This is an optimization exercise on Yosys and OpenROAD, whose aim is small area, a short achievable clock period and few clock cycles per item, not a production implementation. No run shown here included a check of the RTL's function; only the layout flow was run. Power is estimated from default activity; no workload was simulated.

[flow/run.sh]
#!/bin/bash
# synth_recipe.tcl (not shown) runs the flow's synth.tcl, then flattens the netlist and writes it again
# the make line also repeats each setting of config.mk as NAME=value (left out here)
make -C /OpenROAD-flow-scripts/flow DESIGN_CONFIG=/design/flow/config.mk WORK_HOME=/design/flow/orfs CLKGATE_MAP_FILE= SYNTH_SCRIPT=/design/flow/synth_recipe.tcl finish
[flow/constraint.sdc]
create_clock -name core_clock -period 9.0 [get_ports {clk}]
set_input_delay 1.8000 -clock core_clock [delete_from_list [all_inputs] [get_ports {clk}]]
set_output_delay 1.8000 -clock core_clock [all_outputs]
set_load 0.01 [all_outputs]
[flow/config.mk]
export PLATFORM = sky130hd
export DESIGN_NAME = tomasulo_core
export DESIGN_NICKNAME = tomasulo_core
export VERILOG_FILES = /design/flow/design.v
export SDC_FILE = /design/flow/constraint.sdc
export NUM_CORES = 4
export LEC_CHECK = 0
export ABC_CLOCK_PERIOD_IN_PS = 4000
export CAP_MARGIN = 20
export CORE_MARGIN = 2
export CORE_UTILIZATION = 55
export SETUP_SLACK_MARGIN = 4.0
export SLEW_MARGIN = 20
[flow/design.v]
package tomasulo_pkg;
  localparam int data_w   = 32;
  localparam int reg_w    = 3;
  localparam int num_regs = 8;
  localparam int op_w     = 3;
  localparam int instr_w  = 12;
  localparam logic [op_w-1:0] op_nop = 3'd0;
  localparam logic [op_w-1:0] op_ld  = 3'd1;
  localparam logic [op_w-1:0] op_st  = 3'd2;
  localparam logic [op_w-1:0] op_add = 3'd3;
  localparam logic [op_w-1:0] op_mul = 3'd4;
endpackage
`timescale 1ns/10ps
module mul_csa_step (
  input  logic [31:0] a,
  input  logic [12:0] d,
  input  logic [31:0] ps,
  input  logic [31:0] pc,
  output logic [31:0] s,
  output logic [31:0] c,
  output logic [0:0] x
);
  logic [5:0] one;
  logic [5:0] two;
  logic [5:0] neg;
  logic [31:0] pp0;
  logic [29:0] pp1;
  logic [27:0] pp2;
  logic [25:0] pp3;
  logic [23:0] pp4;
  logic [21:0] pp5;
  logic t1, t2, t3, t4, t5, t6, t7, t8, t9, t10, t11, t12, t13, t14, t15, t16;
  logic t17, t18, t19, t20, t21, t22, t23, t24, t25, t26, t27, t28, t29, t30, t31, t32;
  logic t33, t34, t35, t36, t37, t38, t39, t40, t41, t42, t43, t44, t45, t46, t47, t48;
  logic t49, t50, t51, t52, t53, t54, t55, t56, t57, t58, t59, t60, t61, t62, t63, t64;
  logic t65, t66, t67, t68, t69, t70, t71, t72, t73, t74, t75, t76, t77, t78, t79, t80;
  logic t81, t82, t83, t84, t85, t86, t87, t88, t89, t90, t91, t92, t93, t94, t95, t96;
  logic t97, t98, t99, t100, t101, t102, t103, t104, t105, t106, t107, t108, t109, t110, t111, t112;
  logic t113, t114, t115, t116, t117, t118, t119, t120, t121, t122, t123, t124, t125, t126, t127, t128;
  logic t129, t130, t131, t132, t133, t134, t135, t136, t137, t138, t139, t140, t141, t142, t143, t144;
  logic t145, t146, t147, t148, t149, t150, t151, t152, t153, t154, t155, t156, t157, t158, t159, t160;
  logic t161, t162, t163, t164, t165, t166, t167, t168, t169, t170, t171, t172, t173, t174, t175, t176;
  logic t177, t178, t179, t180, t181, t182, t183, t184, t185, t186, t187, t188, t189, t190, t191, t192;
  logic t193, t194, t195, t196, t197, t198, t199, t200, t201, t202, t203, t204, t205, t206, t207, t208;
  logic t209, t210, t211, t212, t213, t214, t215, t216, t217, t218, t219, t220, t221, t222, t223, t224;
  logic t225, t226, t227, t228, t229, t230, t231, t232, t233, t234, t235, t236, t237, t238, t239, t240;
  logic t241, t242, t243, t244, t245, t246, t247, t248, t249, t250, t251, t252, t253, t254, t255, t256;
  logic t257, t258, t259, t260, t261, t262, t263, t264, t265, t266, t267, t268, t269, t270, t271, t272;
  logic t273, t274, t275, t276, t277, t278, t279, t280, t281, t282, t283, t284, t285, t286, t287, t288;
  logic t289, t290, t291, t292, t293, t294;
  assign one[0] = d[1] ^ d[0];
  assign two[0] = (d[2] & ~d[1] & ~d[0]) | (~d[2] & d[1] & d[0]);
  assign neg[0] = d[2];
  assign pp0[0] = (one[0] & a[0]) ^ neg[0];
  assign pp0[1] = ((one[0] & a[1]) | (two[0] & a[0])) ^ neg[0];
  assign pp0[2] = ((one[0] & a[2]) | (two[0] & a[1])) ^ neg[0];
  assign pp0[3] = ((one[0] & a[3]) | (two[0] & a[2])) ^ neg[0];
  assign pp0[4] = ((one[0] & a[4]) | (two[0] & a[3])) ^ neg[0];
  assign pp0[5] = ((one[0] & a[5]) | (two[0] & a[4])) ^ neg[0];
  assign pp0[6] = ((one[0] & a[6]) | (two[0] & a[5])) ^ neg[0];
  assign pp0[7] = ((one[0] & a[7]) | (two[0] & a[6])) ^ neg[0];
  assign pp0[8] = ((one[0] & a[8]) | (two[0] & a[7])) ^ neg[0];
  assign pp0[9] = ((one[0] & a[9]) | (two[0] & a[8])) ^ neg[0];
  assign pp0[10] = ((one[0] & a[10]) | (two[0] & a[9])) ^ neg[0];
  assign pp0[11] = ((one[0] & a[11]) | (two[0] & a[10])) ^ neg[0];
  assign pp0[12] = ((one[0] & a[12]) | (two[0] & a[11])) ^ neg[0];
  assign pp0[13] = ((one[0] & a[13]) | (two[0] & a[12])) ^ neg[0];
  assign pp0[14] = ((one[0] & a[14]) | (two[0] & a[13])) ^ neg[0];
  assign pp0[15] = ((one[0] & a[15]) | (two[0] & a[14])) ^ neg[0];
  assign pp0[16] = ((one[0] & a[16]) | (two[0] & a[15])) ^ neg[0];
  assign pp0[17] = ((one[0] & a[17]) | (two[0] & a[16])) ^ neg[0];
  assign pp0[18] = ((one[0] & a[18]) | (two[0] & a[17])) ^ neg[0];
  assign pp0[19] = ((one[0] & a[19]) | (two[0] & a[18])) ^ neg[0];
  assign pp0[20] = ((one[0] & a[20]) | (two[0] & a[19])) ^ neg[0];
  assign pp0[21] = ((one[0] & a[21]) | (two[0] & a[20])) ^ neg[0];
  assign pp0[22] = ((one[0] & a[22]) | (two[0] & a[21])) ^ neg[0];
  assign pp0[23] = ((one[0] & a[23]) | (two[0] & a[22])) ^ neg[0];
  assign pp0[24] = ((one[0] & a[24]) | (two[0] & a[23])) ^ neg[0];
  assign pp0[25] = ((one[0] & a[25]) | (two[0] & a[24])) ^ neg[0];
  assign pp0[26] = ((one[0] & a[26]) | (two[0] & a[25])) ^ neg[0];
  assign pp0[27] = ((one[0] & a[27]) | (two[0] & a[26])) ^ neg[0];
  assign pp0[28] = ((one[0] & a[28]) | (two[0] & a[27])) ^ neg[0];
  assign pp0[29] = ((one[0] & a[29]) | (two[0] & a[28])) ^ neg[0];
  assign pp0[30] = ((one[0] & a[30]) | (two[0] & a[29])) ^ neg[0];
  assign pp0[31] = ((one[0] & a[31]) | (two[0] & a[30])) ^ neg[0];
  assign one[1] = d[3] ^ d[2];
  assign two[1] = (d[4] & ~d[3] & ~d[2]) | (~d[4] & d[3] & d[2]);
  assign neg[1] = d[4];
  assign pp1[0] = (one[1] & a[0]) ^ neg[1];
  assign pp1[1] = ((one[1] & a[1]) | (two[1] & a[0])) ^ neg[1];
  assign pp1[2] = ((one[1] & a[2]) | (two[1] & a[1])) ^ neg[1];
  assign pp1[3] = ((one[1] & a[3]) | (two[1] & a[2])) ^ neg[1];
  assign pp1[4] = ((one[1] & a[4]) | (two[1] & a[3])) ^ neg[1];
  assign pp1[5] = ((one[1] & a[5]) | (two[1] & a[4])) ^ neg[1];
  assign pp1[6] = ((one[1] & a[6]) | (two[1] & a[5])) ^ neg[1];
  assign pp1[7] = ((one[1] & a[7]) | (two[1] & a[6])) ^ neg[1];
  assign pp1[8] = ((one[1] & a[8]) | (two[1] & a[7])) ^ neg[1];
  assign pp1[9] = ((one[1] & a[9]) | (two[1] & a[8])) ^ neg[1];
  assign pp1[10] = ((one[1] & a[10]) | (two[1] & a[9])) ^ neg[1];
  assign pp1[11] = ((one[1] & a[11]) | (two[1] & a[10])) ^ neg[1];
  assign pp1[12] = ((one[1] & a[12]) | (two[1] & a[11])) ^ neg[1];
  assign pp1[13] = ((one[1] & a[13]) | (two[1] & a[12])) ^ neg[1];
  assign pp1[14] = ((one[1] & a[14]) | (two[1] & a[13])) ^ neg[1];
  assign pp1[15] = ((one[1] & a[15]) | (two[1] & a[14])) ^ neg[1];
  assign pp1[16] = ((one[1] & a[16]) | (two[1] & a[15])) ^ neg[1];
  assign pp1[17] = ((one[1] & a[17]) | (two[1] & a[16])) ^ neg[1];
  assign pp1[18] = ((one[1] & a[18]) | (two[1] & a[17])) ^ neg[1];
  assign pp1[19] = ((one[1] & a[19]) | (two[1] & a[18])) ^ neg[1];
  assign pp1[20] = ((one[1] & a[20]) | (two[1] & a[19])) ^ neg[1];
  assign pp1[21] = ((one[1] & a[21]) | (two[1] & a[20])) ^ neg[1];
  assign pp1[22] = ((one[1] & a[22]) | (two[1] & a[21])) ^ neg[1];
  assign pp1[23] = ((one[1] & a[23]) | (two[1] & a[22])) ^ neg[1];
  assign pp1[24] = ((one[1] & a[24]) | (two[1] & a[23])) ^ neg[1];
  assign pp1[25] = ((one[1] & a[25]) | (two[1] & a[24])) ^ neg[1];
  assign pp1[26] = ((one[1] & a[26]) | (two[1] & a[25])) ^ neg[1];
  assign pp1[27] = ((one[1] & a[27]) | (two[1] & a[26])) ^ neg[1];
  assign pp1[28] = ((one[1] & a[28]) | (two[1] & a[27])) ^ neg[1];
  assign pp1[29] = ((one[1] & a[29]) | (two[1] & a[28])) ^ neg[1];
  assign one[2] = d[5] ^ d[4];
  assign two[2] = (d[6] & ~d[5] & ~d[4]) | (~d[6] & d[5] & d[4]);
  assign neg[2] = d[6];
  assign pp2[0] = (one[2] & a[0]) ^ neg[2];
  assign pp2[1] = ((one[2] & a[1]) | (two[2] & a[0])) ^ neg[2];
  assign pp2[2] = ((one[2] & a[2]) | (two[2] & a[1])) ^ neg[2];
  assign pp2[3] = ((one[2] & a[3]) | (two[2] & a[2])) ^ neg[2];
  assign pp2[4] = ((one[2] & a[4]) | (two[2] & a[3])) ^ neg[2];
  assign pp2[5] = ((one[2] & a[5]) | (two[2] & a[4])) ^ neg[2];
  assign pp2[6] = ((one[2] & a[6]) | (two[2] & a[5])) ^ neg[2];
  assign pp2[7] = ((one[2] & a[7]) | (two[2] & a[6])) ^ neg[2];
  assign pp2[8] = ((one[2] & a[8]) | (two[2] & a[7])) ^ neg[2];
  assign pp2[9] = ((one[2] & a[9]) | (two[2] & a[8])) ^ neg[2];
  assign pp2[10] = ((one[2] & a[10]) | (two[2] & a[9])) ^ neg[2];
  assign pp2[11] = ((one[2] & a[11]) | (two[2] & a[10])) ^ neg[2];
  assign pp2[12] = ((one[2] & a[12]) | (two[2] & a[11])) ^ neg[2];
  assign pp2[13] = ((one[2] & a[13]) | (two[2] & a[12])) ^ neg[2];
  assign pp2[14] = ((one[2] & a[14]) | (two[2] & a[13])) ^ neg[2];
  assign pp2[15] = ((one[2] & a[15]) | (two[2] & a[14])) ^ neg[2];
  assign pp2[16] = ((one[2] & a[16]) | (two[2] & a[15])) ^ neg[2];
  assign pp2[17] = ((one[2] & a[17]) | (two[2] & a[16])) ^ neg[2];
  assign pp2[18] = ((one[2] & a[18]) | (two[2] & a[17])) ^ neg[2];
  assign pp2[19] = ((one[2] & a[19]) | (two[2] & a[18])) ^ neg[2];
  assign pp2[20] = ((one[2] & a[20]) | (two[2] & a[19])) ^ neg[2];
  assign pp2[21] = ((one[2] & a[21]) | (two[2] & a[20])) ^ neg[2];
  assign pp2[22] = ((one[2] & a[22]) | (two[2] & a[21])) ^ neg[2];
  assign pp2[23] = ((one[2] & a[23]) | (two[2] & a[22])) ^ neg[2];
  assign pp2[24] = ((one[2] & a[24]) | (two[2] & a[23])) ^ neg[2];
  assign pp2[25] = ((one[2] & a[25]) | (two[2] & a[24])) ^ neg[2];
  assign pp2[26] = ((one[2] & a[26]) | (two[2] & a[25])) ^ neg[2];
  assign pp2[27] = ((one[2] & a[27]) | (two[2] & a[26])) ^ neg[2];
  assign one[3] = d[7] ^ d[6];
  assign two[3] = (d[8] & ~d[7] & ~d[6]) | (~d[8] & d[7] & d[6]);
  assign neg[3] = d[8];
  assign pp3[0] = (one[3] & a[0]) ^ neg[3];
  assign pp3[1] = ((one[3] & a[1]) | (two[3] & a[0])) ^ neg[3];
  assign pp3[2] = ((one[3] & a[2]) | (two[3] & a[1])) ^ neg[3];
  assign pp3[3] = ((one[3] & a[3]) | (two[3] & a[2])) ^ neg[3];
  assign pp3[4] = ((one[3] & a[4]) | (two[3] & a[3])) ^ neg[3];
  assign pp3[5] = ((one[3] & a[5]) | (two[3] & a[4])) ^ neg[3];
  assign pp3[6] = ((one[3] & a[6]) | (two[3] & a[5])) ^ neg[3];
  assign pp3[7] = ((one[3] & a[7]) | (two[3] & a[6])) ^ neg[3];
  assign pp3[8] = ((one[3] & a[8]) | (two[3] & a[7])) ^ neg[3];
  assign pp3[9] = ((one[3] & a[9]) | (two[3] & a[8])) ^ neg[3];
  assign pp3[10] = ((one[3] & a[10]) | (two[3] & a[9])) ^ neg[3];
  assign pp3[11] = ((one[3] & a[11]) | (two[3] & a[10])) ^ neg[3];
  assign pp3[12] = ((one[3] & a[12]) | (two[3] & a[11])) ^ neg[3];
  assign pp3[13] = ((one[3] & a[13]) | (two[3] & a[12])) ^ neg[3];
  assign pp3[14] = ((one[3] & a[14]) | (two[3] & a[13])) ^ neg[3];
  assign pp3[15] = ((one[3] & a[15]) | (two[3] & a[14])) ^ neg[3];
  assign pp3[16] = ((one[3] & a[16]) | (two[3] & a[15])) ^ neg[3];
  assign pp3[17] = ((one[3] & a[17]) | (two[3] & a[16])) ^ neg[3];
  assign pp3[18] = ((one[3] & a[18]) | (two[3] & a[17])) ^ neg[3];
  assign pp3[19] = ((one[3] & a[19]) | (two[3] & a[18])) ^ neg[3];
  assign pp3[20] = ((one[3] & a[20]) | (two[3] & a[19])) ^ neg[3];
  assign pp3[21] = ((one[3] & a[21]) | (two[3] & a[20])) ^ neg[3];
  assign pp3[22] = ((one[3] & a[22]) | (two[3] & a[21])) ^ neg[3];
  assign pp3[23] = ((one[3] & a[23]) | (two[3] & a[22])) ^ neg[3];
  assign pp3[24] = ((one[3] & a[24]) | (two[3] & a[23])) ^ neg[3];
  assign pp3[25] = ((one[3] & a[25]) | (two[3] & a[24])) ^ neg[3];
  assign one[4] = d[9] ^ d[8];
  assign two[4] = (d[10] & ~d[9] & ~d[8]) | (~d[10] & d[9] & d[8]);
  assign neg[4] = d[10];
  assign pp4[0] = (one[4] & a[0]) ^ neg[4];
  assign pp4[1] = ((one[4] & a[1]) | (two[4] & a[0])) ^ neg[4];
  assign pp4[2] = ((one[4] & a[2]) | (two[4] & a[1])) ^ neg[4];
  assign pp4[3] = ((one[4] & a[3]) | (two[4] & a[2])) ^ neg[4];
  assign pp4[4] = ((one[4] & a[4]) | (two[4] & a[3])) ^ neg[4];
  assign pp4[5] = ((one[4] & a[5]) | (two[4] & a[4])) ^ neg[4];
  assign pp4[6] = ((one[4] & a[6]) | (two[4] & a[5])) ^ neg[4];
  assign pp4[7] = ((one[4] & a[7]) | (two[4] & a[6])) ^ neg[4];
  assign pp4[8] = ((one[4] & a[8]) | (two[4] & a[7])) ^ neg[4];
  assign pp4[9] = ((one[4] & a[9]) | (two[4] & a[8])) ^ neg[4];
  assign pp4[10] = ((one[4] & a[10]) | (two[4] & a[9])) ^ neg[4];
  assign pp4[11] = ((one[4] & a[11]) | (two[4] & a[10])) ^ neg[4];
  assign pp4[12] = ((one[4] & a[12]) | (two[4] & a[11])) ^ neg[4];
  assign pp4[13] = ((one[4] & a[13]) | (two[4] & a[12])) ^ neg[4];
  assign pp4[14] = ((one[4] & a[14]) | (two[4] & a[13])) ^ neg[4];
  assign pp4[15] = ((one[4] & a[15]) | (two[4] & a[14])) ^ neg[4];
  assign pp4[16] = ((one[4] & a[16]) | (two[4] & a[15])) ^ neg[4];
  assign pp4[17] = ((one[4] & a[17]) | (two[4] & a[16])) ^ neg[4];
  assign pp4[18] = ((one[4] & a[18]) | (two[4] & a[17])) ^ neg[4];
  assign pp4[19] = ((one[4] & a[19]) | (two[4] & a[18])) ^ neg[4];
  assign pp4[20] = ((one[4] & a[20]) | (two[4] & a[19])) ^ neg[4];
  assign pp4[21] = ((one[4] & a[21]) | (two[4] & a[20])) ^ neg[4];
  assign pp4[22] = ((one[4] & a[22]) | (two[4] & a[21])) ^ neg[4];
  assign pp4[23] = ((one[4] & a[23]) | (two[4] & a[22])) ^ neg[4];
  assign one[5] = d[11] ^ d[10];
  assign two[5] = (d[12] & ~d[11] & ~d[10]) | (~d[12] & d[11] & d[10]);
  assign neg[5] = d[12];
  assign pp5[0] = (one[5] & a[0]) ^ neg[5];
  assign pp5[1] = ((one[5] & a[1]) | (two[5] & a[0])) ^ neg[5];
  assign pp5[2] = ((one[5] & a[2]) | (two[5] & a[1])) ^ neg[5];
  assign pp5[3] = ((one[5] & a[3]) | (two[5] & a[2])) ^ neg[5];
  assign pp5[4] = ((one[5] & a[4]) | (two[5] & a[3])) ^ neg[5];
  assign pp5[5] = ((one[5] & a[5]) | (two[5] & a[4])) ^ neg[5];
  assign pp5[6] = ((one[5] & a[6]) | (two[5] & a[5])) ^ neg[5];
  assign pp5[7] = ((one[5] & a[7]) | (two[5] & a[6])) ^ neg[5];
  assign pp5[8] = ((one[5] & a[8]) | (two[5] & a[7])) ^ neg[5];
  assign pp5[9] = ((one[5] & a[9]) | (two[5] & a[8])) ^ neg[5];
  assign pp5[10] = ((one[5] & a[10]) | (two[5] & a[9])) ^ neg[5];
  assign pp5[11] = ((one[5] & a[11]) | (two[5] & a[10])) ^ neg[5];
  assign pp5[12] = ((one[5] & a[12]) | (two[5] & a[11])) ^ neg[5];
  assign pp5[13] = ((one[5] & a[13]) | (two[5] & a[12])) ^ neg[5];
  assign pp5[14] = ((one[5] & a[14]) | (two[5] & a[13])) ^ neg[5];
  assign pp5[15] = ((one[5] & a[15]) | (two[5] & a[14])) ^ neg[5];
  assign pp5[16] = ((one[5] & a[16]) | (two[5] & a[15])) ^ neg[5];
  assign pp5[17] = ((one[5] & a[17]) | (two[5] & a[16])) ^ neg[5];
  assign pp5[18] = ((one[5] & a[18]) | (two[5] & a[17])) ^ neg[5];
  assign pp5[19] = ((one[5] & a[19]) | (two[5] & a[18])) ^ neg[5];
  assign pp5[20] = ((one[5] & a[20]) | (two[5] & a[19])) ^ neg[5];
  assign pp5[21] = ((one[5] & a[21]) | (two[5] & a[20])) ^ neg[5];
  assign t1 = pp0[10] ^ pp1[8];
  assign t2 = pp0[10] & pp1[8];
  assign t3 = pp0[11] ^ pp1[9];
  assign t4 = pp0[11] & pp1[9];
  assign t5 = pp0[12] ^ pp1[10] ^ pp2[8];
  assign t6 = (pp0[12] & pp1[10]) | (pp0[12] & pp2[8]) | (pp1[10] & pp2[8]);
  assign t7 = pp3[6] ^ pp4[4];
  assign t8 = pp3[6] & pp4[4];
  assign t9 = pp0[13] ^ pp1[11] ^ pp2[9];
  assign t10 = (pp0[13] & pp1[11]) | (pp0[13] & pp2[9]) | (pp1[11] & pp2[9]);
  assign t11 = pp3[7] ^ pp4[5] ^ pp5[3];
  assign t12 = (pp3[7] & pp4[5]) | (pp3[7] & pp5[3]) | (pp4[5] & pp5[3]);
  assign t13 = pp0[14] ^ pp1[12] ^ pp2[10];
  assign t14 = (pp0[14] & pp1[12]) | (pp0[14] & pp2[10]) | (pp1[12] & pp2[10]);
  assign t15 = pp3[8] ^ pp4[6] ^ pp5[4];
  assign t16 = (pp3[8] & pp4[6]) | (pp3[8] & pp5[4]) | (pp4[6] & pp5[4]);
  assign t17 = pp0[15] ^ pp1[13] ^ pp2[11];
  assign t18 = (pp0[15] & pp1[13]) | (pp0[15] & pp2[11]) | (pp1[13] & pp2[11]);
  assign t19 = pp3[9] ^ pp4[7] ^ pp5[5];
  assign t20 = (pp3[9] & pp4[7]) | (pp3[9] & pp5[5]) | (pp4[7] & pp5[5]);
  assign t21 = pp0[16] ^ pp1[14] ^ pp2[12];
  assign t22 = (pp0[16] & pp1[14]) | (pp0[16] & pp2[12]) | (pp1[14] & pp2[12]);
  assign t23 = pp3[10] ^ pp4[8] ^ pp5[6];
  assign t24 = (pp3[10] & pp4[8]) | (pp3[10] & pp5[6]) | (pp4[8] & pp5[6]);
  assign t25 = pp0[17] ^ pp1[15] ^ pp2[13];
  assign t26 = (pp0[17] & pp1[15]) | (pp0[17] & pp2[13]) | (pp1[15] & pp2[13]);
  assign t27 = pp3[11] ^ pp4[9] ^ pp5[7];
  assign t28 = (pp3[11] & pp4[9]) | (pp3[11] & pp5[7]) | (pp4[9] & pp5[7]);
  assign t29 = pp0[18] ^ pp1[16] ^ pp2[14];
  assign t30 = (pp0[18] & pp1[16]) | (pp0[18] & pp2[14]) | (pp1[16] & pp2[14]);
  assign t31 = pp3[12] ^ pp4[10] ^ pp5[8];
  assign t32 = (pp3[12] & pp4[10]) | (pp3[12] & pp5[8]) | (pp4[10] & pp5[8]);
  assign t33 = pp0[19] ^ pp1[17] ^ pp2[15];
  assign t34 = (pp0[19] & pp1[17]) | (pp0[19] & pp2[15]) | (pp1[17] & pp2[15]);
  assign t35 = pp3[13] ^ pp4[11] ^ pp5[9];
  assign t36 = (pp3[13] & pp4[11]) | (pp3[13] & pp5[9]) | (pp4[11] & pp5[9]);
  assign t37 = pp0[20] ^ pp1[18] ^ pp2[16];
  assign t38 = (pp0[20] & pp1[18]) | (pp0[20] & pp2[16]) | (pp1[18] & pp2[16]);
  assign t39 = pp3[14] ^ pp4[12] ^ pp5[10];
  assign t40 = (pp3[14] & pp4[12]) | (pp3[14] & pp5[10]) | (pp4[12] & pp5[10]);
  assign t41 = pp0[21] ^ pp1[19] ^ pp2[17];
  assign t42 = (pp0[21] & pp1[19]) | (pp0[21] & pp2[17]) | (pp1[19] & pp2[17]);
  assign t43 = pp3[15] ^ pp4[13] ^ pp5[11];
  assign t44 = (pp3[15] & pp4[13]) | (pp3[15] & pp5[11]) | (pp4[13] & pp5[11]);
  assign t45 = pp0[22] ^ pp1[20] ^ pp2[18];
  assign t46 = (pp0[22] & pp1[20]) | (pp0[22] & pp2[18]) | (pp1[20] & pp2[18]);
  assign t47 = pp3[16] ^ pp4[14] ^ pp5[12];
  assign t48 = (pp3[16] & pp4[14]) | (pp3[16] & pp5[12]) | (pp4[14] & pp5[12]);
  assign t49 = pp0[23] ^ pp1[21] ^ pp2[19];
  assign t50 = (pp0[23] & pp1[21]) | (pp0[23] & pp2[19]) | (pp1[21] & pp2[19]);
  assign t51 = pp3[17] ^ pp4[15] ^ pp5[13];
  assign t52 = (pp3[17] & pp4[15]) | (pp3[17] & pp5[13]) | (pp4[15] & pp5[13]);
  assign t53 = pp0[24] ^ pp1[22] ^ pp2[20];
  assign t54 = (pp0[24] & pp1[22]) | (pp0[24] & pp2[20]) | (pp1[22] & pp2[20]);
  assign t55 = pp3[18] ^ pp4[16] ^ pp5[14];
  assign t56 = (pp3[18] & pp4[16]) | (pp3[18] & pp5[14]) | (pp4[16] & pp5[14]);
  assign t57 = pp0[25] ^ pp1[23] ^ pp2[21];
  assign t58 = (pp0[25] & pp1[23]) | (pp0[25] & pp2[21]) | (pp1[23] & pp2[21]);
  assign t59 = pp3[19] ^ pp4[17] ^ pp5[15];
  assign t60 = (pp3[19] & pp4[17]) | (pp3[19] & pp5[15]) | (pp4[17] & pp5[15]);
  assign t61 = pp0[26] ^ pp1[24] ^ pp2[22];
  assign t62 = (pp0[26] & pp1[24]) | (pp0[26] & pp2[22]) | (pp1[24] & pp2[22]);
  assign t63 = pp3[20] ^ pp4[18] ^ pp5[16];
  assign t64 = (pp3[20] & pp4[18]) | (pp3[20] & pp5[16]) | (pp4[18] & pp5[16]);
  assign t65 = pp0[27] ^ pp1[25] ^ pp2[23];
  assign t66 = (pp0[27] & pp1[25]) | (pp0[27] & pp2[23]) | (pp1[25] & pp2[23]);
  assign t67 = pp3[21] ^ pp4[19] ^ pp5[17];
  assign t68 = (pp3[21] & pp4[19]) | (pp3[21] & pp5[17]) | (pp4[19] & pp5[17]);
  assign t69 = pp0[28] ^ pp1[26] ^ pp2[24];
  assign t70 = (pp0[28] & pp1[26]) | (pp0[28] & pp2[24]) | (pp1[26] & pp2[24]);
  assign t71 = pp3[22] ^ pp4[20] ^ pp5[18];
  assign t72 = (pp3[22] & pp4[20]) | (pp3[22] & pp5[18]) | (pp4[20] & pp5[18]);
  assign t73 = pp0[29] ^ pp1[27] ^ pp2[25];
  assign t74 = (pp0[29] & pp1[27]) | (pp0[29] & pp2[25]) | (pp1[27] & pp2[25]);
  assign t75 = pp3[23] ^ pp4[21] ^ pp5[19];
  assign t76 = (pp3[23] & pp4[21]) | (pp3[23] & pp5[19]) | (pp4[21] & pp5[19]);
  assign t77 = pp0[30] ^ pp1[28] ^ pp2[26];
  assign t78 = (pp0[30] & pp1[28]) | (pp0[30] & pp2[26]) | (pp1[28] & pp2[26]);
  assign t79 = pp3[24] ^ pp4[22] ^ pp5[20];
  assign t80 = (pp3[24] & pp4[22]) | (pp3[24] & pp5[20]) | (pp4[22] & pp5[20]);
  assign t81 = pp0[31] ^ pp1[29] ^ pp2[27];
  assign t82 = pp3[25] ^ pp4[23] ^ pp5[21];
  assign t83 = pp0[6] ^ pp1[4];
  assign t84 = pp0[6] & pp1[4];
  assign t85 = pp0[7] ^ pp1[5];
  assign t86 = pp0[7] & pp1[5];
  assign t87 = pp0[8] ^ pp1[6] ^ pp2[4];
  assign t88 = (pp0[8] & pp1[6]) | (pp0[8] & pp2[4]) | (pp1[6] & pp2[4]);
  assign t89 = pp3[2] ^ pp4[0];
  assign t90 = pp3[2] & pp4[0];
  assign t91 = pp0[9] ^ pp1[7] ^ pp2[5];
  assign t92 = (pp0[9] & pp1[7]) | (pp0[9] & pp2[5]) | (pp1[7] & pp2[5]);
  assign t93 = pp3[3] ^ pp4[1];
  assign t94 = pp3[3] & pp4[1];
  assign t95 = t1 ^ pp2[6] ^ pp3[4];
  assign t96 = (t1 & pp2[6]) | (t1 & pp3[4]) | (pp2[6] & pp3[4]);
  assign t97 = pp4[2] ^ pp5[0] ^ neg[5];
  assign t98 = (pp4[2] & pp5[0]) | (pp4[2] & neg[5]) | (pp5[0] & neg[5]);
  assign t99 = t3 ^ pp2[7] ^ pp3[5];
  assign t100 = (t3 & pp2[7]) | (t3 & pp3[5]) | (pp2[7] & pp3[5]);
  assign t101 = pp4[3] ^ pp5[1] ^ t2;
  assign t102 = (pp4[3] & pp5[1]) | (pp4[3] & t2) | (pp5[1] & t2);
  assign t103 = t5 ^ t7 ^ pp5[2];
  assign t104 = (t5 & t7) | (t5 & pp5[2]) | (t7 & pp5[2]);
  assign t105 = ps[0] ^ pc[0] ^ t4;
  assign t106 = (ps[0] & pc[0]) | (ps[0] & t4) | (pc[0] & t4);
  assign t107 = t9 ^ t11 ^ ps[1];
  assign t108 = (t9 & t11) | (t9 & ps[1]) | (t11 & ps[1]);
  assign t109 = pc[1] ^ t6 ^ t8;
  assign t110 = (pc[1] & t6) | (pc[1] & t8) | (t6 & t8);
  assign t111 = t13 ^ t15 ^ ps[2];
  assign t112 = (t13 & t15) | (t13 & ps[2]) | (t15 & ps[2]);
  assign t113 = pc[2] ^ t10 ^ t12;
  assign t114 = (pc[2] & t10) | (pc[2] & t12) | (t10 & t12);
  assign t115 = t17 ^ t19 ^ ps[3];
  assign t116 = (t17 & t19) | (t17 & ps[3]) | (t19 & ps[3]);
  assign t117 = pc[3] ^ t14 ^ t16;
  assign t118 = (pc[3] & t14) | (pc[3] & t16) | (t14 & t16);
  assign t119 = t21 ^ t23 ^ ps[4];
  assign t120 = (t21 & t23) | (t21 & ps[4]) | (t23 & ps[4]);
  assign t121 = pc[4] ^ t18 ^ t20;
  assign t122 = (pc[4] & t18) | (pc[4] & t20) | (t18 & t20);
  assign t123 = t25 ^ t27 ^ ps[5];
  assign t124 = (t25 & t27) | (t25 & ps[5]) | (t27 & ps[5]);
  assign t125 = pc[5] ^ t22 ^ t24;
  assign t126 = (pc[5] & t22) | (pc[5] & t24) | (t22 & t24);
  assign t127 = t29 ^ t31 ^ ps[6];
  assign t128 = (t29 & t31) | (t29 & ps[6]) | (t31 & ps[6]);
  assign t129 = pc[6] ^ t26 ^ t28;
  assign t130 = (pc[6] & t26) | (pc[6] & t28) | (t26 & t28);
  assign t131 = t33 ^ t35 ^ ps[7];
  assign t132 = (t33 & t35) | (t33 & ps[7]) | (t35 & ps[7]);
  assign t133 = pc[7] ^ t30 ^ t32;
  assign t134 = (pc[7] & t30) | (pc[7] & t32) | (t30 & t32);
  assign t135 = t37 ^ t39 ^ ps[8];
  assign t136 = (t37 & t39) | (t37 & ps[8]) | (t39 & ps[8]);
  assign t137 = pc[8] ^ t34 ^ t36;
  assign t138 = (pc[8] & t34) | (pc[8] & t36) | (t34 & t36);
  assign t139 = t41 ^ t43 ^ ps[9];
  assign t140 = (t41 & t43) | (t41 & ps[9]) | (t43 & ps[9]);
  assign t141 = pc[9] ^ t38 ^ t40;
  assign t142 = (pc[9] & t38) | (pc[9] & t40) | (t38 & t40);
  assign t143 = t45 ^ t47 ^ ps[10];
  assign t144 = (t45 & t47) | (t45 & ps[10]) | (t47 & ps[10]);
  assign t145 = pc[10] ^ t42 ^ t44;
  assign t146 = (pc[10] & t42) | (pc[10] & t44) | (t42 & t44);
  assign t147 = t49 ^ t51 ^ ps[11];
  assign t148 = (t49 & t51) | (t49 & ps[11]) | (t51 & ps[11]);
  assign t149 = pc[11] ^ t46 ^ t48;
  assign t150 = (pc[11] & t46) | (pc[11] & t48) | (t46 & t48);
  assign t151 = t53 ^ t55 ^ ps[12];
  assign t152 = (t53 & t55) | (t53 & ps[12]) | (t55 & ps[12]);
  assign t153 = pc[12] ^ t50 ^ t52;
  assign t154 = (pc[12] & t50) | (pc[12] & t52) | (t50 & t52);
  assign t155 = t57 ^ t59 ^ ps[13];
  assign t156 = (t57 & t59) | (t57 & ps[13]) | (t59 & ps[13]);
  assign t157 = pc[13] ^ t54 ^ t56;
  assign t158 = (pc[13] & t54) | (pc[13] & t56) | (t54 & t56);
  assign t159 = t61 ^ t63 ^ ps[14];
  assign t160 = (t61 & t63) | (t61 & ps[14]) | (t63 & ps[14]);
  assign t161 = pc[14] ^ t58 ^ t60;
  assign t162 = (pc[14] & t58) | (pc[14] & t60) | (t58 & t60);
  assign t163 = t65 ^ t67 ^ ps[15];
  assign t164 = (t65 & t67) | (t65 & ps[15]) | (t67 & ps[15]);
  assign t165 = pc[15] ^ t62 ^ t64;
  assign t166 = (pc[15] & t62) | (pc[15] & t64) | (t62 & t64);
  assign t167 = t69 ^ t71 ^ ps[16];
  assign t168 = (t69 & t71) | (t69 & ps[16]) | (t71 & ps[16]);
  assign t169 = pc[16] ^ t66 ^ t68;
  assign t170 = (pc[16] & t66) | (pc[16] & t68) | (t66 & t68);
  assign t171 = t73 ^ t75 ^ ps[17];
  assign t172 = (t73 & t75) | (t73 & ps[17]) | (t75 & ps[17]);
  assign t173 = pc[17] ^ t70 ^ t72;
  assign t174 = (pc[17] & t70) | (pc[17] & t72) | (t70 & t72);
  assign t175 = t77 ^ t79 ^ ps[18];
  assign t176 = (t77 & t79) | (t77 & ps[18]) | (t79 & ps[18]);
  assign t177 = pc[18] ^ t74 ^ t76;
  assign t178 = (pc[18] & t74) | (pc[18] & t76) | (t74 & t76);
  assign t179 = t81 ^ t82 ^ ps[19];
  assign t180 = pc[19] ^ t78 ^ t80;
  assign t181 = pp0[4] ^ pp1[2];
  assign t182 = pp0[4] & pp1[2];
  assign t183 = pp0[5] ^ pp1[3];
  assign t184 = pp0[5] & pp1[3];
  assign t185 = t83 ^ pp2[2] ^ pp3[0];
  assign t186 = (t83 & pp2[2]) | (t83 & pp3[0]) | (pp2[2] & pp3[0]);
  assign t187 = t85 ^ pp2[3] ^ pp3[1];
  assign t188 = (t85 & pp2[3]) | (t85 & pp3[1]) | (pp2[3] & pp3[1]);
  assign t189 = t87 ^ t89 ^ neg[4];
  assign t190 = (t87 & t89) | (t87 & neg[4]) | (t89 & neg[4]);
  assign t191 = t91 ^ t93 ^ t88;
  assign t192 = (t91 & t93) | (t91 & t88) | (t93 & t88);
  assign t193 = t95 ^ t97 ^ t92;
  assign t194 = (t95 & t97) | (t95 & t92) | (t97 & t92);
  assign t195 = t99 ^ t101 ^ t96;
  assign t196 = (t99 & t101) | (t99 & t96) | (t101 & t96);
  assign t197 = t103 ^ t105 ^ t100;
  assign t198 = (t103 & t105) | (t103 & t100) | (t105 & t100);
  assign t199 = t107 ^ t109 ^ t104;
  assign t200 = (t107 & t109) | (t107 & t104) | (t109 & t104);
  assign t201 = t111 ^ t113 ^ t108;
  assign t202 = (t111 & t113) | (t111 & t108) | (t113 & t108);
  assign t203 = t115 ^ t117 ^ t112;
  assign t204 = (t115 & t117) | (t115 & t112) | (t117 & t112);
  assign t205 = t119 ^ t121 ^ t116;
  assign t206 = (t119 & t121) | (t119 & t116) | (t121 & t116);
  assign t207 = t123 ^ t125 ^ t120;
  assign t208 = (t123 & t125) | (t123 & t120) | (t125 & t120);
  assign t209 = t127 ^ t129 ^ t124;
  assign t210 = (t127 & t129) | (t127 & t124) | (t129 & t124);
  assign t211 = t131 ^ t133 ^ t128;
  assign t212 = (t131 & t133) | (t131 & t128) | (t133 & t128);
  assign t213 = t135 ^ t137 ^ t132;
  assign t214 = (t135 & t137) | (t135 & t132) | (t137 & t132);
  assign t215 = t139 ^ t141 ^ t136;
  assign t216 = (t139 & t141) | (t139 & t136) | (t141 & t136);
  assign t217 = t143 ^ t145 ^ t140;
  assign t218 = (t143 & t145) | (t143 & t140) | (t145 & t140);
  assign t219 = t147 ^ t149 ^ t144;
  assign t220 = (t147 & t149) | (t147 & t144) | (t149 & t144);
  assign t221 = t151 ^ t153 ^ t148;
  assign t222 = (t151 & t153) | (t151 & t148) | (t153 & t148);
  assign t223 = t155 ^ t157 ^ t152;
  assign t224 = (t155 & t157) | (t155 & t152) | (t157 & t152);
  assign t225 = t159 ^ t161 ^ t156;
  assign t226 = (t159 & t161) | (t159 & t156) | (t161 & t156);
  assign t227 = t163 ^ t165 ^ t160;
  assign t228 = (t163 & t165) | (t163 & t160) | (t165 & t160);
  assign t229 = t167 ^ t169 ^ t164;
  assign t230 = (t167 & t169) | (t167 & t164) | (t169 & t164);
  assign t231 = t171 ^ t173 ^ t168;
  assign t232 = (t171 & t173) | (t171 & t168) | (t173 & t168);
  assign t233 = t175 ^ t177 ^ t172;
  assign t234 = (t175 & t177) | (t175 & t172) | (t177 & t172);
  assign t235 = t179 ^ t180 ^ t176;
  assign t236 = pp0[2] ^ pp1[0];
  assign t237 = pp0[2] & pp1[0];
  assign t238 = pp0[3] ^ pp1[1];
  assign t239 = pp0[3] & pp1[1];
  assign t240 = t181 ^ pp2[0] ^ neg[2];
  assign t241 = (t181 & pp2[0]) | (t181 & neg[2]) | (pp2[0] & neg[2]);
  assign t242 = t183 ^ pp2[1] ^ t182;
  assign t243 = (t183 & pp2[1]) | (t183 & t182) | (pp2[1] & t182);
  assign t244 = t185 ^ neg[3] ^ t184;
  assign t245 = (t185 & neg[3]) | (t185 & t184) | (neg[3] & t184);
  assign t246 = t187 ^ t84 ^ t186;
  assign t247 = (t187 & t84) | (t187 & t186) | (t84 & t186);
  assign t248 = t189 ^ t86 ^ t188;
  assign t249 = (t189 & t86) | (t189 & t188) | (t86 & t188);
  assign t250 = t191 ^ t90 ^ t190;
  assign t251 = (t191 & t90) | (t191 & t190) | (t90 & t190);
  assign t252 = t193 ^ t94 ^ t192;
  assign t253 = (t193 & t94) | (t193 & t192) | (t94 & t192);
  assign t254 = t195 ^ t98 ^ t194;
  assign t255 = (t195 & t98) | (t195 & t194) | (t98 & t194);
  assign t256 = t197 ^ t102 ^ t196;
  assign t257 = (t197 & t102) | (t197 & t196) | (t102 & t196);
  assign t258 = t199 ^ t106 ^ t198;
  assign t259 = (t199 & t106) | (t199 & t198) | (t106 & t198);
  assign t260 = t201 ^ t110 ^ t200;
  assign t261 = (t201 & t110) | (t201 & t200) | (t110 & t200);
  assign t262 = t203 ^ t114 ^ t202;
  assign t263 = (t203 & t114) | (t203 & t202) | (t114 & t202);
  assign t264 = t205 ^ t118 ^ t204;
  assign t265 = (t205 & t118) | (t205 & t204) | (t118 & t204);
  assign t266 = t207 ^ t122 ^ t206;
  assign t267 = (t207 & t122) | (t207 & t206) | (t122 & t206);
  assign t268 = t209 ^ t126 ^ t208;
  assign t269 = (t209 & t126) | (t209 & t208) | (t126 & t208);
  assign t270 = t211 ^ t130 ^ t210;
  assign t271 = (t211 & t130) | (t211 & t210) | (t130 & t210);
  assign t272 = t213 ^ t134 ^ t212;
  assign t273 = (t213 & t134) | (t213 & t212) | (t134 & t212);
  assign t274 = t215 ^ t138 ^ t214;
  assign t275 = (t215 & t138) | (t215 & t214) | (t138 & t214);
  assign t276 = t217 ^ t142 ^ t216;
  assign t277 = (t217 & t142) | (t217 & t216) | (t142 & t216);
  assign t278 = t219 ^ t146 ^ t218;
  assign t279 = (t219 & t146) | (t219 & t218) | (t146 & t218);
  assign t280 = t221 ^ t150 ^ t220;
  assign t281 = (t221 & t150) | (t221 & t220) | (t150 & t220);
  assign t282 = t223 ^ t154 ^ t222;
  assign t283 = (t223 & t154) | (t223 & t222) | (t154 & t222);
  assign t284 = t225 ^ t158 ^ t224;
  assign t285 = (t225 & t158) | (t225 & t224) | (t158 & t224);
  assign t286 = t227 ^ t162 ^ t226;
  assign t287 = (t227 & t162) | (t227 & t226) | (t162 & t226);
  assign t288 = t229 ^ t166 ^ t228;
  assign t289 = (t229 & t166) | (t229 & t228) | (t166 & t228);
  assign t290 = t231 ^ t170 ^ t230;
  assign t291 = (t231 & t170) | (t231 & t230) | (t170 & t230);
  assign t292 = t233 ^ t174 ^ t232;
  assign t293 = (t233 & t174) | (t233 & t232) | (t174 & t232);
  assign t294 = t235 ^ t178;
  assign s[0] = pp0[0];
  assign c[0] = neg[0];
  assign s[1] = pp0[1];
  assign c[1] = 1'b0;
  assign s[2] = t236;
  assign c[2] = neg[1];
  assign s[3] = t238;
  assign c[3] = t237;
  assign s[4] = t240;
  assign c[4] = t239;
  assign s[5] = t242;
  assign c[5] = t241;
  assign s[6] = t244;
  assign c[6] = t243;
  assign s[7] = t246;
  assign c[7] = t245;
  assign s[8] = t248;
  assign c[8] = t247;
  assign s[9] = t250;
  assign c[9] = t249;
  assign s[10] = t252;
  assign c[10] = t251;
  assign s[11] = t254;
  assign c[11] = t253;
  assign s[12] = t256;
  assign c[12] = t255;
  assign s[13] = t258;
  assign c[13] = t257;
  assign s[14] = t260;
  assign c[14] = t259;
  assign s[15] = t262;
  assign c[15] = t261;
  assign s[16] = t264;
  assign c[16] = t263;
  assign s[17] = t266;
  assign c[17] = t265;
  assign s[18] = t268;
  assign c[18] = t267;
  assign s[19] = t270;
  assign c[19] = t269;
  assign s[20] = t272;
  assign c[20] = t271;
  assign s[21] = t274;
  assign c[21] = t273;
  assign s[22] = t276;
  assign c[22] = t275;
  assign s[23] = t278;
  assign c[23] = t277;
  assign s[24] = t280;
  assign c[24] = t279;
  assign s[25] = t282;
  assign c[25] = t281;
  assign s[26] = t284;
  assign c[26] = t283;
  assign s[27] = t286;
  assign c[27] = t285;
  assign s[28] = t288;
  assign c[28] = t287;
  assign s[29] = t290;
  assign c[29] = t289;
  assign s[30] = t292;
  assign c[30] = t291;
  assign s[31] = t294;
  assign c[31] = t234;
  assign x[0] = t293;
endmodule
`timescale 1ns/10ps
module tomasulo_core (
  input  logic                             clk,
  input  logic                             rst,
  input  logic                             instr_req,
  input  logic [tomasulo_pkg::instr_w-1:0] instr,
  input  logic [tomasulo_pkg::reg_w-1:0]   dbg_addr,
  output logic                             instr_ack,
  output logic [tomasulo_pkg::data_w-1:0]  dbg_data,
  output logic                             dbg_busy,
  output logic                             wb_valid,
  output logic [tomasulo_pkg::reg_w-1:0]   wb_dest,
  output logic [tomasulo_pkg::data_w-1:0]  wb_data
);
  localparam int Q = 3;
  logic [Q-1:0] q_v;
  logic [Q-1:0] q_mul;
  logic [2:0]   q_dest [Q];
  logic [2:0]   q_sa   [Q];
  logic [2:0]   q_sb   [Q];
  logic [1:0] step;
  logic [31:0] ps;
  logic [31:0] pc;
  logic [0:0] px;
  logic [0:0] nx;
  logic [31:0] regs [1:7];
  logic [2:0]  op;
  logic [2:0]  i_dest;
  logic [2:0]  i_sa;
  logic [2:0]  i_sb;
  logic        i_add;
  logic        i_mul;
  logic        i_alu;
  logic        accept;
  logic        push;
  logic        pop;
  logic        mstep;
  logic        mlast;
  logic [31:0] rd_a;
  logic [31:0] rd_b;
  logic [31:0] sum;
  logic [12:0] digit;
  logic [31:0] ns;
  logic [31:0] nc;
  logic        opnd_zero;
  logic [31:0] wd_hi;
  assign {op, i_dest, i_sa, i_sb} = instr;
  assign i_add = (op == tomasulo_pkg::op_add);
  assign i_mul = (op == tomasulo_pkg::op_mul);
  assign i_alu = i_add || i_mul;
  assign mstep = q_v[0] && q_mul[0] && (step != 2'd3);
  assign pop   = q_v[0] && !mstep;
  assign mlast = q_v[0] && q_mul[0] && (step == 2'd2);
  assign accept = instr_req && !instr_ack && (!i_alu || !q_v[Q-1] || pop);
  assign push   = accept && i_alu;
  always_ff @(posedge clk) begin
    if (rst) begin
      instr_ack <= 1'b0;
    end else if (accept) begin
      instr_ack <= 1'b1;
    end else if (!instr_req) begin
      instr_ack <= 1'b0;
    end
  end
  logic [Q-1:0] q_here;
  logic [Q:0]   q_vx;
  assign q_vx = {1'b0, q_v};
  always_comb begin
    for (int i = 0; i < Q; i++) begin
      if (pop) begin
        q_here[i] = push && q_vx[i] && !q_vx[i + 1];
      end else begin
        q_here[i] = push && !q_vx[i] && ((i == 0) || q_vx[(i + Q) % (Q + 1)]);
      end
    end
  end
  always_ff @(posedge clk) begin
    if (rst) begin
      q_v  <= '0;
      step <= '0;
    end else begin
      for (int i = 0; i < Q; i++) begin
        q_v[i] <= (pop ? q_vx[i + 1] : q_v[i]) || q_here[i];
      end
      if (pop) begin
        step <= '0;
      end else if (mstep) begin
        step <= step + 1'b1;
      end
    end
  end
  always_ff @(posedge clk) begin
    for (int i = 0; i < Q; i++) begin
      if (q_here[i]) begin
        q_mul[i]  <= i_mul;
        q_dest[i] <= i_dest;
        q_sa[i]   <= i_sa;
        q_sb[i]   <= i_sb;
      end else if (pop && (i + 1 < Q)) begin
        q_mul[i]  <= q_mul[(i + 1) % Q];
        q_dest[i] <= q_dest[(i + 1) % Q];
        q_sa[i]   <= q_sa[(i + 1) % Q];
        q_sb[i]   <= q_sb[(i + 1) % Q];
      end else if ((i == 0) && mlast) begin
        q_sa[i] <= 3'd0;
        q_sb[i] <= 3'd0;
      end
    end
  end
  always_comb begin
    rd_a = {ps[31] ^ (^px), ps[30:0]};
    rd_b = pc;
    for (int k = 1; k < 8; k++) begin
      if (q_sa[0] == 3'(k)) rd_a = regs[k];
      if (q_sb[0] == 3'(k)) rd_b = regs[k];
    end
  end
  assign sum = rd_a + rd_b;
  assign opnd_zero = (q_sa[0] == 3'd0) || (q_sb[0] == 3'd0);
  always_comb begin
    case (step)
      2'd0: digit = {4'b0, rd_b[31:24], rd_b[23]};
      2'd1: digit = {rd_b[23:12], rd_b[11]};
      2'd2: digit = {rd_b[11:0], 1'b0};
      default: digit = '0;
    endcase
    if (opnd_zero) digit = '0;
  end
  mul_csa_step csa_inst (.a(rd_a), .d(digit), .ps(ps), .pc(pc), .s(ns), .c(nc), .x(nx));
  always_ff @(posedge clk) begin
    if (rst || !mstep) begin
      ps <= '0;
      pc <= '0;
      px <= '0;
    end else begin
      ps <= ns;
      pc <= nc;
      px <= nx;
    end
  end
  assign wd_hi = rst ? 32'd0 : sum;
  always_ff @(posedge clk) begin
    for (int k = 1; k < 8; k++) begin
      if (rst || (pop && (q_dest[0] == 3'(k)))) begin
        regs[k] <= {wd_hi[31:3], rst ? 3'(k) : sum[2:0]};
      end
    end
  end
  always_ff @(posedge clk) begin
    if (rst) begin
      wb_valid <= 1'b0;
    end else begin
      wb_valid <= pop;
    end
    wb_dest <= q_dest[0];
    wb_data <= sum;
  end
  always_comb begin
    dbg_data = '0;
    for (int k = 1; k < 8; k++) begin
      if (dbg_addr == 3'(k)) dbg_data = regs[k];
    end
  end
  always_comb begin
    dbg_busy = wb_valid && (wb_dest == dbg_addr);
    for (int i = 0; i < Q; i++) begin
      if (q_v[i] && (q_dest[i] == dbg_addr)) dbg_busy = 1'b1;
    end
    if (dbg_addr == 3'd0) dbg_busy = 1'b0;
  end
endmodule
==> key figures, run 1 <==
Run status
  – Status: no timing/DRC/antenna violations

Clock tree
  – Worst-path clk slew: 0.06 ns
  – CTS Buf Count: 41
  – CTS root buf: clkbuf_16
  – Htree depth: 2
  – CTS Hold Bufs: 0
  – CTS Buffer Depth: 3
  – CTS tree: built
  – Clock latency (worst-skew pair): 0.59 ns
  – Clock sink count: 360

Cells and area
  – NumNets Final: 2648
  – Layout cells sized above 1: 30.4%
  – Final core occ: 69.8%
  – Fillers: 3354
  – Commonest non-fill, non-tap cell in the layout: edfxtp_1
  – Area grow syn2layout: 24.7%
  – Most frequent cells in the layout: edfxtp_1, inv_1, xnor2_1, buf_4, nand2_1

Global route
  – Vias in the first global route: 20617
  – Initial antenna violation count: 11
  – Largest net degree at the start of global routing: 50
  – First-pass GRT wire length: 143000 microns
  – Grt total ovfl: 0
  – GRT Overall Usage: 42.0%

Floorplanning
  – Die width: 219 microns
  – Initial Utilization: 56.0%
  – Num rows: 78
  – CORE AREA: 45500 sq um
  – DIE HEIGHT: 219 microns
  – Area of the die: 48000 sq um
  – Boundary Pins: 88

Worst setup path
  – Critical Path Source Type: register
  – Critical path destination: ps[14]
  – Worst Setup SP: q_sb[0][0]
  – R2R Path End: ps[14]
  – CP max stage delay: 0.58 ns
  – Crit path kind: register to register
  – Worst r2r src: q_sb[0][0]
  – Reg-to-reg slack, setup: 3.25 ns
  – Crit-path cells: buf_6 > buf_12 > mux4_2 > a221o_1 > a21oi_2 > o221ai_2 > buf_6 > or3_4 > a21oi_4 > buf_6 > buf_12 > a22oi_2 > xnor2_2 > fa_2 > inv_1 > fa_2 > inv_1 > fa_2 > fa_2 > nor2_2
  – Worst Path Required: 9.51 ns
  – FF-to-FF path depth: 20
  – Worst Path Max Fanout: 7
  – Worst path slowest cell: fa_2
  – Worst Path Arrival: 6.26 ns
  – Most common cell on crit path: fa_2
  – Critical Path Sink Type: register

STA
  – Slew headroom: 25.8%
  – Period utilization: 63.9%
  – Peak Freq: 0.174 GHz
  – Final setup margin: 3.25 ns
  – Setup Skew: 0.0387 ns
  – Crit path time final: 5.75 ns
  – Max-slew violations: 0
  – Pin slew with the least headroom to its limit: 1.11 ns
  – RSZ-0062 raised after global routing: true
  – Setup TNS: 0 ns
  – Endpoints failing setup: 0
  – Final hold violation count: 0

Run
  – Number of max-cap violations: 0

Placement
  – Pre-CTS setup slack: 1.74 ns
  – Final HPWL DP: 65500 microns
  – GPL Wtd Cong: 0.951
  – Port bufs: 87

Power
  – Max IR drop VDD: 0.184 mV
  – P_leak: 12.1 nW
  – Pwr/cell area: 218 nW/um^2
  – Total Power: 6.90 mW

Synth
  – Yosys top cell by area: edfxtp_1
  – Post-synthesis cell count: 2242
  – Synth top area share: 30.0%
  – Synth area leaders: edfxtp_1, fa_1, dfxtp_1
  – Syn. warnings: 5
  – Syn_area_per_cell: 11.4 sq um
  – Seq/Total Area, Yosys: 38.3%
  – Synth Register Bits: 360
  – Synthesized area: 25400 sq um
  – Net Count, Synth: 2438
  – Number of synthesized flops with an enable pin: 254
  – Distinct cells, synth: 81
  – Async S/R FF share, synth: 0%
  – Ys flop type: edfxtp_1

Routing
  – Via count: 21431
  – DRC: 0
  – Post-route ant nets: 0
  – WL/cell: 33.0 microns
  – Final WL: 102000 microns
  – Vias per std cell: 6.94
  – First-pass detailed-route iteration total: 7
  – First DRT Iteration DRCs: 3543

Hold path
  – Hold Path Class: register to register
-- stage by stage --
stage               hold slack (ns)  cell area [sq um]  cells
global route                  0.563              31700   3084
global placement              0.503              26900   2821
detailed placement            0.515              26900   2823
CTS                           0.542              30600   3025
floorplan                     0.471              25700   2242
finish                        0.546              31700   3088
-- final cells by class --
| class | count | area [sq um] | share of cell area [%] |
|---|---|---|---|
| Clock inverter | 13 | 130 | 0.410 |
| Tap cell | 600 | 751 | 2.37 |
| Antenna cell | 4 | 10.0 | 0.0315 |
| Sequential cell | 360 | 9750 | 30.7 |
| Multi-Input combinational cell | 1541 | 15600 | 49.0 |
| Clock buffer | 62 | 1240 | 3.90 |
| Inverter | 185 | 711 | 2.24 |
| Timing Repair Buffer | 323 | 3590 | 11.3 |
-- state kept, by name, summed over array words and instances, names as in the netlist --
signal and count:
pc 31, wb_valid 1, wb_dest 3, step 2, q_dest 9, q_v 3, px 1, q_mul 3
q_sa 9, ps 32, q_sb 9, wb_data 32, regs 224, instr_ack 1
-- repair_timing --
item	4_1_cts	5_1_grt
pin swaps	129	101
endpoints found under the setup margin	246	185
setup buffers	109	54
resized for setup	316	179
gates cloned	18	5
-- how the worst min path moves through the flow --
stage / start / to / slack [ns] / depth (start not counted)
2_1_floorplan: q_dest[0][1] / wb_dest[1] / 0.47 / 0
3_3_place_gp: q_mul[2] / q_mul[1] / 0.50 / 2
3_5_place_dp: q_dest[0][1] / wb_dest[1] / 0.51 / 0
4_1_cts: q_dest[0][1] / wb_dest[1] / 0.54 / 0
5_1_grt: q_sa[2][1] / q_sa[1][1] / 0.56 / 1
6_report: q_dest[0][0] / wb_dest[0] / 0.55 / 0
-- worst max-delay path, delay by kind of cell (launching register included) --
kind	cells	cell delay (ns)
compound gates	5	1.04
flops	1	0.42
mux	1	0.56
fa+ha+maj	4	2.11
xor+xnor	1	0.18
buf+inv	7	0.89
simple gates	2	0.46
-- kinds of logic (layout without fill, tap and decap cells) --
group	count (synthesis)	after routing	synth area share [%]
and+or+nand+nor	430	432	8.46
DFF	360	360	38.3
AOI/OAI and AO/OA	488	491	13.5
buffers and inverters	346	583	5.89
adders and majority gates	178	178	12.6
muxes	222	222	13.7
other	0	4	0
xor gates and xnor gates	218	218	7.62
-- layer usage --
layer | global-route usage, % | vias up | routed length (microns)
li1 | - | 8599 | -
met1 | 54.6 | 10580 | 36500
met2 | 62.1 | 1784 | 43600
met3 | 13.5 | 462 | 13900
met4 | 24.1 | 6 | 7730
met5 | 0 | - | 39
-- power breakdown --
group	switching, mW	internal [mW]	total (mW)	leakage (nW)
registers	0.192	2.11	2.30	3.41
logic	1.61	1.26	2.87	7.98
clock network	0.718	1.01	1.73	0.668
-- synth_stat cells, types with 47 or more instances --
library cell	instances
xnor2_1	154
mux4_2	91
ha_1	47
nor2b_1	51
o21ai_0	68
dfxtp_1	106
inv_1	183
and2_1	57
a22oi_1	170
edfxtp_1	254
nand2_1	137
xor2_1	62
o22ai_1	55
clkbuf_1	91
a21oi_1	53
mux2_2	65
mux2i_1	64
fa_1	131
nor2_1	63
==> run 2, diff against run 1 <==
--- a/flow/config.mk
+++ b/flow/config.mk
@@ -7,3 +7,2 @@
 export LEC_CHECK = 0
-export ABC_CLOCK_PERIOD_IN_PS = 4000
 export CAP_MARGIN = 20
@@ -11,3 +10,3 @@
 export CORE_UTILIZATION = 55
-export SETUP_SLACK_MARGIN = 4.0
+export SETUP_SLACK_MARGIN = 3.3
 export SLEW_MARGIN = 20
==> run 2 against run 1 <==
Compared with the run above: combinational power fell by 6%; count of clock-buffer cells in the layout fell by 8; area after synthesis did not move; non-clock buffer count fell by 58; critical path depth fell by 5; clock skew fell by 0.013 ns; fmax rose by 0.97%; flip-flop and latch count did not move; via count fell by 3.3%; global-route usage fell by 2.3 points; total power fell by 2.4%; final area fell by 3.8%; highest routed layer unchanged.
==> key figures, run 2 <==
STA
  – Peak Freq: 0.176 GHz
  – Slew headroom: 32.0%
  – RSZ-0062 raised after global routing: true
  – Period utilization: 63.3%
  – Crit path time final: 5.70 ns
  – Hold slack: 0.519 ns
  – Pin slew with the least headroom to its limit: 1.01 ns
  – Final setup margin: 3.30 ns
  – Setup TNS: 0 ns
  – Max-slew violations: 0
  – Endpoints failing setup: 0
  – Final hold violation count: 0
  – Setup Skew: 0.0256 ns

Synth
  – Most common cell in the synthesized netlist: edfxtp_1
  – Synth Register Bits: 360
  – Synth area leaders: edfxtp_1, fa_1, dfxtp_1
  – Seq/Total Area, Yosys: 38.3%
  – Synthesized area: 25400 sq um
  – Syn. warnings: 5
  – Async S/R FF share, synth: 0%
  – Synth top area share: 30.0%
  – Number of synthesized flops with an enable pin: 254
  – Post-synthesis cell count: 2242
  – Ys flop type: edfxtp_1
  – Syn_area_per_cell: 11.4 sq um
  – Yosys top cell by area: edfxtp_1
  – Net Count, Synth: 2438
  – Distinct cells, synth: 81
  – Synth top cells by count: edfxtp_1, inv_1, a22oi_1, xnor2_1, nand2_1

Floorplanning
  – Boundary Pins: 88
  – Die width: 219 microns
  – Num rows: 78
  – CORE AREA: 45500 sq um
  – Initial Utilization: 56.0%
  – Area of the die: 48000 sq um
  – DIE HEIGHT: 219 microns

Global route
  – First-pass GRT wire length: 136000 microns
  – Grt total ovfl: 0
  – Largest net degree at the start of global routing: 50
  – GRT Overall Usage: 39.7%
  – Vias in the first global route: 19730
  – Initial antenna violation count: 9

Power
  – Reg power frac: 34.1%
  – Net Sw Frac: 36.4%
  – Total Power: 6.74 mW
  – Pwr/cell area: 221 nW/um^2
  – Internal power: 4.29 mW
  – Clock share of power: 26.0%
  – Switching Power: 2.45 mW
  – P_leak: 11.5 nW
  – Max IR drop VDD: 0.207 mV
  – Gate power share: 39.9%

Cells and area
  – Layout cells sized above 1: 22.8%
  – Area grow syn2layout: 19.9%
  – Fillers: 3446
  – Regs by FF count: regs: 224 flops, ps: 32 flops, wb_data: 32 flops
  – Final non-filler cell total: 3027
  – Largest reg by FF count: regs
  – Max FFs per register: 224
  – Final core occ: 67.1%
  – NumNets Final: 2587
  – Post-route cell area: 30500 sq um
  – Most frequent cells in the layout: edfxtp_1, inv_1, a22oi_1
  – Commonest non-fill, non-tap cell in the layout: edfxtp_1

Worst setup path
  – Crit path depth: 15
  – Buf+Inv Stages, Crit Path: 2
  – Reg-to-reg slack, setup: 3.30 ns
  – Delay-heaviest family, CP: compound AO/OA/AOI/OAI gates
  – Worst Path Max Fanout: 35
  – Critical Path Sink Type: register
  – CP max stage delay: 0.70 ns
  – Crit-path cells: buf_4 > mux2_2 > ha_1 > a21o_1 > a21oi_1 > o21bai_1 > a21o_1 > a211oi_1 > o21ai_0 > buf_4 > a221o_1 > a21oi_1 > o21ai_0 > xnor2_1 > nor2b_1
  – Crit path kind: register to register
  – FF-to-FF path depth: 15
  – Critical Path Source Type: register
  – Worst Path Required: 9.29 ns
  – Worst Path Arrival: 5.98 ns
  – Worst path slowest cell: nor2b_1

Clock tree
  – Clock sink count: 360
  – Clock latency (worst-skew pair): 0.60 ns
  – CTS Hold Bufs: 0
  – CTS root buf: clkbuf_16
  – Worst-path clk slew: 0.06 ns
  – Htree depth: 2
  – CTS Buffer Depth: 3
  – CTS Buf Count: 41
  – CTS tree: built

Routing
  – DRC: 0
  – First DRT Iteration DRCs: 2907
  – Via count: 20714
  – Final WL: 96500 microns
  – Post-route ant nets: 0
  – Vias per std cell: 6.84
  – WL/cell: 31.9 microns
  – First-pass detailed-route iteration total: 6

Run
  – Number of max-cap violations: 0

Run status
  – Status: no timing/DRC/antenna violations

Placement
  – Placed insts: 2823
  – GPL Wtd Cong: 0.980
  – Placed instance area: 26700 sq um
  – Port bufs: 87
  – Pre-CTS setup slack: 1.72 ns
  – Final HPWL DP: 65100 microns

Hold path
  – Hold Path Stages: 2
  – Hold Path Class: register to register
## run 2: metal layers
layer | wire length [microns] | up-vias | track usage (%)
met5 | 41 | - | 0
li1 | - | 8477 | -
met3 | 12800 | 359 | 10.0
met1 | 36400 | 10318 | 54.8
met4 | 5760 | 6 | 20.9
met2 | 41500 | 1554 | 58.0
## run 2: logic make-up (layout without fill, tap and decap cells)
| group | after synthesis | after routing | share of synthesized area, % |
|---|---|---|---|
| compound gates | 488 | 488 | 13.5 |
| xor+xnor | 218 | 218 | 7.62 |
| fa+ha+maj | 178 | 178 | 12.6 |
| buf+inv | 346 | 526 | 5.89 |
| flops | 360 | 360 | 38.3 |
| mux | 222 | 222 | 13.7 |
| other cells | 0 | 3 | 0 |
| simple gates | 430 | 432 | 8.46 |
## run 2: cell type report
cell class / instances / area, sq um / share of cell area (%)
diodes: 3 / 7.51 / 0.0246
clock buffers: 54 / 1130 / 3.69
clock inverters: 22 / 245 / 0.804
inverters: 185 / 714 / 2.34
multi-input cells: 1538 / 15000 / 49.3
flip-flops and latches: 360 / 9750 / 31.9
well taps: 600 / 751 / 2.46
repair buffers: 265 / 2890 / 9.46
## run 2: repair_timing
action	CTS	global route
gates resized for setup	118	134
gates cloned	8	6
endpoints found under the setup margin	141	99
endpoints found under the hold margin	0	0
setup buffers	51	60
pin swaps	17	83
## run 2: worst min-delay path, delay by kind of cell (launching register included)
family | cells | cell delay [ns]
and+or+nand+nor | 1 | 0.04
DFF | 1 | 0.32
AOI/OAI and AO/OA | 1 | 0.05
## run 2: worst paths after layout
kind	endpoint	start
worst min-delay path	q_mul[1]	q_mul[2]
worst max-delay path	regs[6][25]	q_sa[0][2]
worst min register to register	q_mul[1]	q_mul[2]
worst max register to register	regs[6][25]	q_sa[0][2]
## run 2: power groups by stage
stage / logic [mW] / clock network [mW] / registers, mW
global route: 2.93 / 1.82 / 2.31
floorplan: 1.59 / 0 / 2.28
detailed placement: 2.45 / 0 / 2.31
finish: 2.69 / 1.75 / 2.29
CTS: 2.54 / 1.76 / 2.28
global placement: 2.41 / 0 / 2.31
==> run 3, diff against run 2 <==
--- a/flow/config.mk
+++ b/flow/config.mk
@@ -10,3 +10,3 @@
 export CORE_UTILIZATION = 55
-export SETUP_SLACK_MARGIN = 3.3
+export SETUP_SLACK_MARGIN = 2.5
 export SLEW_MARGIN = 20
==> run 3 against run 2 <==
Compared with the run above: non-clock buffer count down 113; flip-flop and latch count unchanged; via count shrank 4.1%; sequential share of layout area rose by 2.4 points; highest routed layer unchanged; sequential power about the same; largest cell class unchanged; wire length down 5.6%.
==> key figures, run 3 <==
Run status
  – Status: no timing/DRC/antenna violations

Cells and area
  – Largest reg by FF count: regs
  – Commonest non-fill, non-tap cell in the layout: edfxtp_1
  – Max FFs per register: 224

STA
  – Setup Skew: 0.0265 ns
  – Period utilization: 71.5%
  – Pin slew with the least headroom to its limit: 1.09 ns
  – Endpoints failing setup: 0
  – Final setup margin: 2.57 ns
  – Max-slew violations: 0
  – Slew headroom: 26.9%
  – Peak Freq: 0.155 GHz
  – Final hold violation count: 0

Worst setup path
  – Crit-path cells: buf_4 > inv_1 > buf_4 > and2_1 > a221o_1 > a2bb2oi_2 > nand2b_1 > inv_1 > buf_8 > xnor2_1 > fa_1 > fa_1 > inv_1 > fa_1 > fa_1 > and2_1
  – Worst Path Max Fanout: 40
  – Crit path kind: register to register
  – CP max stage delay: 0.60 ns
  – Worst Path Required: 9.49 ns
  – Worst Path Arrival: 6.92 ns
  – Worst path slowest cell: nand2b_1

Placement
  – Pre-CTS setup slack: 1.46 ns
  – Port bufs: 87

Synth
  – Syn_area_per_cell: 11.4 sq um
  – Post-synthesis cell count: 2242
  – Yosys top cell by area: edfxtp_1
  – Synth top cells by count: edfxtp_1, inv_1, a22oi_1, xnor2_1, nand2_1
  – Synth top area share: 30.0%
  – Async S/R FF share, synth: 0%
  – Net Count, Synth: 2438
  – Synth Register Bits: 360
  – Most common cell in the synthesized netlist: edfxtp_1

Power
  – Reg power frac: 34.7%
  – P_leak: 10.5 nW
  – Switching Power: 2.37 mW
  – Net Sw Frac: 35.8%
  – Internal power: 4.24 mW
  – Max IR drop VDD: 0.200 mV
  – Total Power: 6.61 mW
  – Gate power share: 38.1%

Run
  – Number of max-cap violations: 0

Routing
  – Via count: 19875

Clock tree
  – CTS root buf: clkbuf_16
  – CTS tree: built

Floorplanning
  – Boundary Pins: 88
  – Initial Utilization: 56.0%
  – DIE HEIGHT: 219 microns

Global route
  – Vias in the first global route: 19139
  – Initial antenna violation count: 12
  – Grt total ovfl: 0
[run 3: cell counts after synthesis]
No cell type changed its count.
[run 3: per-layer routing]
| metal | vias up | track usage [%] | share of wire [%] |
|---|---|---|---|
| met5 | - | 0.104 | 0.063 |
| met4 | 8 | 17.4 | 4.8 |
| met3 | 273 | 9.76 | 13 |
| met2 | 1378 | 56.9 | 44 |
| met1 | 9973 | 53.0 | 39 |
| li1 | 8243 | - | - |
[run 3: cells by family after synthesis]
group	synth area share [%]
buffers and inverters	5.89
adders and majority gates	12.6
xor gates and xnor gates	7.62
AOI/OAI and AO/OA	13.5
muxes	13.7
DFF	38.3
and+or+nand+nor	8.46
[run 3: power by group through the flow]
stage | clock, mW | sequential (mW) | combinational (mW)
2_1_floorplan | 0 | 2.28 | 1.59
3_3_place_gp | 0 | 2.31 | 2.45
3_5_place_dp | 0 | 2.32 | 2.47
4_1_cts | 1.82 | 2.28 | 2.51
5_1_grt | 1.88 | 2.31 | 2.77
6_report | 1.80 | 2.29 | 2.52
[run 3: final timing paths]
kind	start	to	slack (ns)	depth (start not counted)
max	q_sb[0][2]	ps[18]	2.57	16
min	q_sb[2][2]	q_sb[1][2]	0.55	1
max reg2reg	q_sb[0][2]	ps[18]	2.57	16
min reg2reg	q_sb[2][2]	q_sb[1][2]	0.55	1
[run 3: layout make-up]
| cell class | count | area [sq um] |
|---|---|---|
| clock inverter | 18 | 246 |
| sequential | 360 | 9750 |
| antenna | 1 | 2.50 |
| inverter | 185 | 694 |
| timing repair buffer | 152 | 1410 |
| fill | 3787 | 17100 |
| multi-input combinational | 1536 | 14300 |
| clock buffer | 58 | 1190 |
| tap | 600 | 751 |
[run 3: through the flow]
step	util (%)	cells	hold slack [ns]
floorplan	-	2242	0.471
global placement	58.7	2816	0.508
detailed placement	58.7	2817	0.536
CTS	62.2	2900	0.552
global route	62.4	2909	0.569
finish	62.4	2910	0.547
[run 3: repair_timing]
action,in CTS,in global routing
setup endpoints to repair,66,93
pin swaps,2,2
gates resized for setup,19,2
setup buffers,7,8

==> re-timing with driven ports <==
In the flow no input, the clock included, has a driving cell. The finished layouts below were timed again as built, in two steps. Step 1 assumes that a clkbuf_16 drives the clock port and a buf_2 every other input. Step 2, shift: input delay + t, output delay - t, t = (earliest + latest rising clock arrival at the registers) / 2. This alone moves slack from input paths to output paths. Slacks: ideal ports / drivers / drivers and shift; pairs: ideal ports / drivers.
run	t, ns	slack for setup (ns)
run 1	0.634	3.249 / 3.249 / 3.249
run 2	0.654	3.304 / 3.299 / 3.299
run 3	0.647	2.566 / 2.566 / 2.566
After both steps every run listed still meets setup and hold.
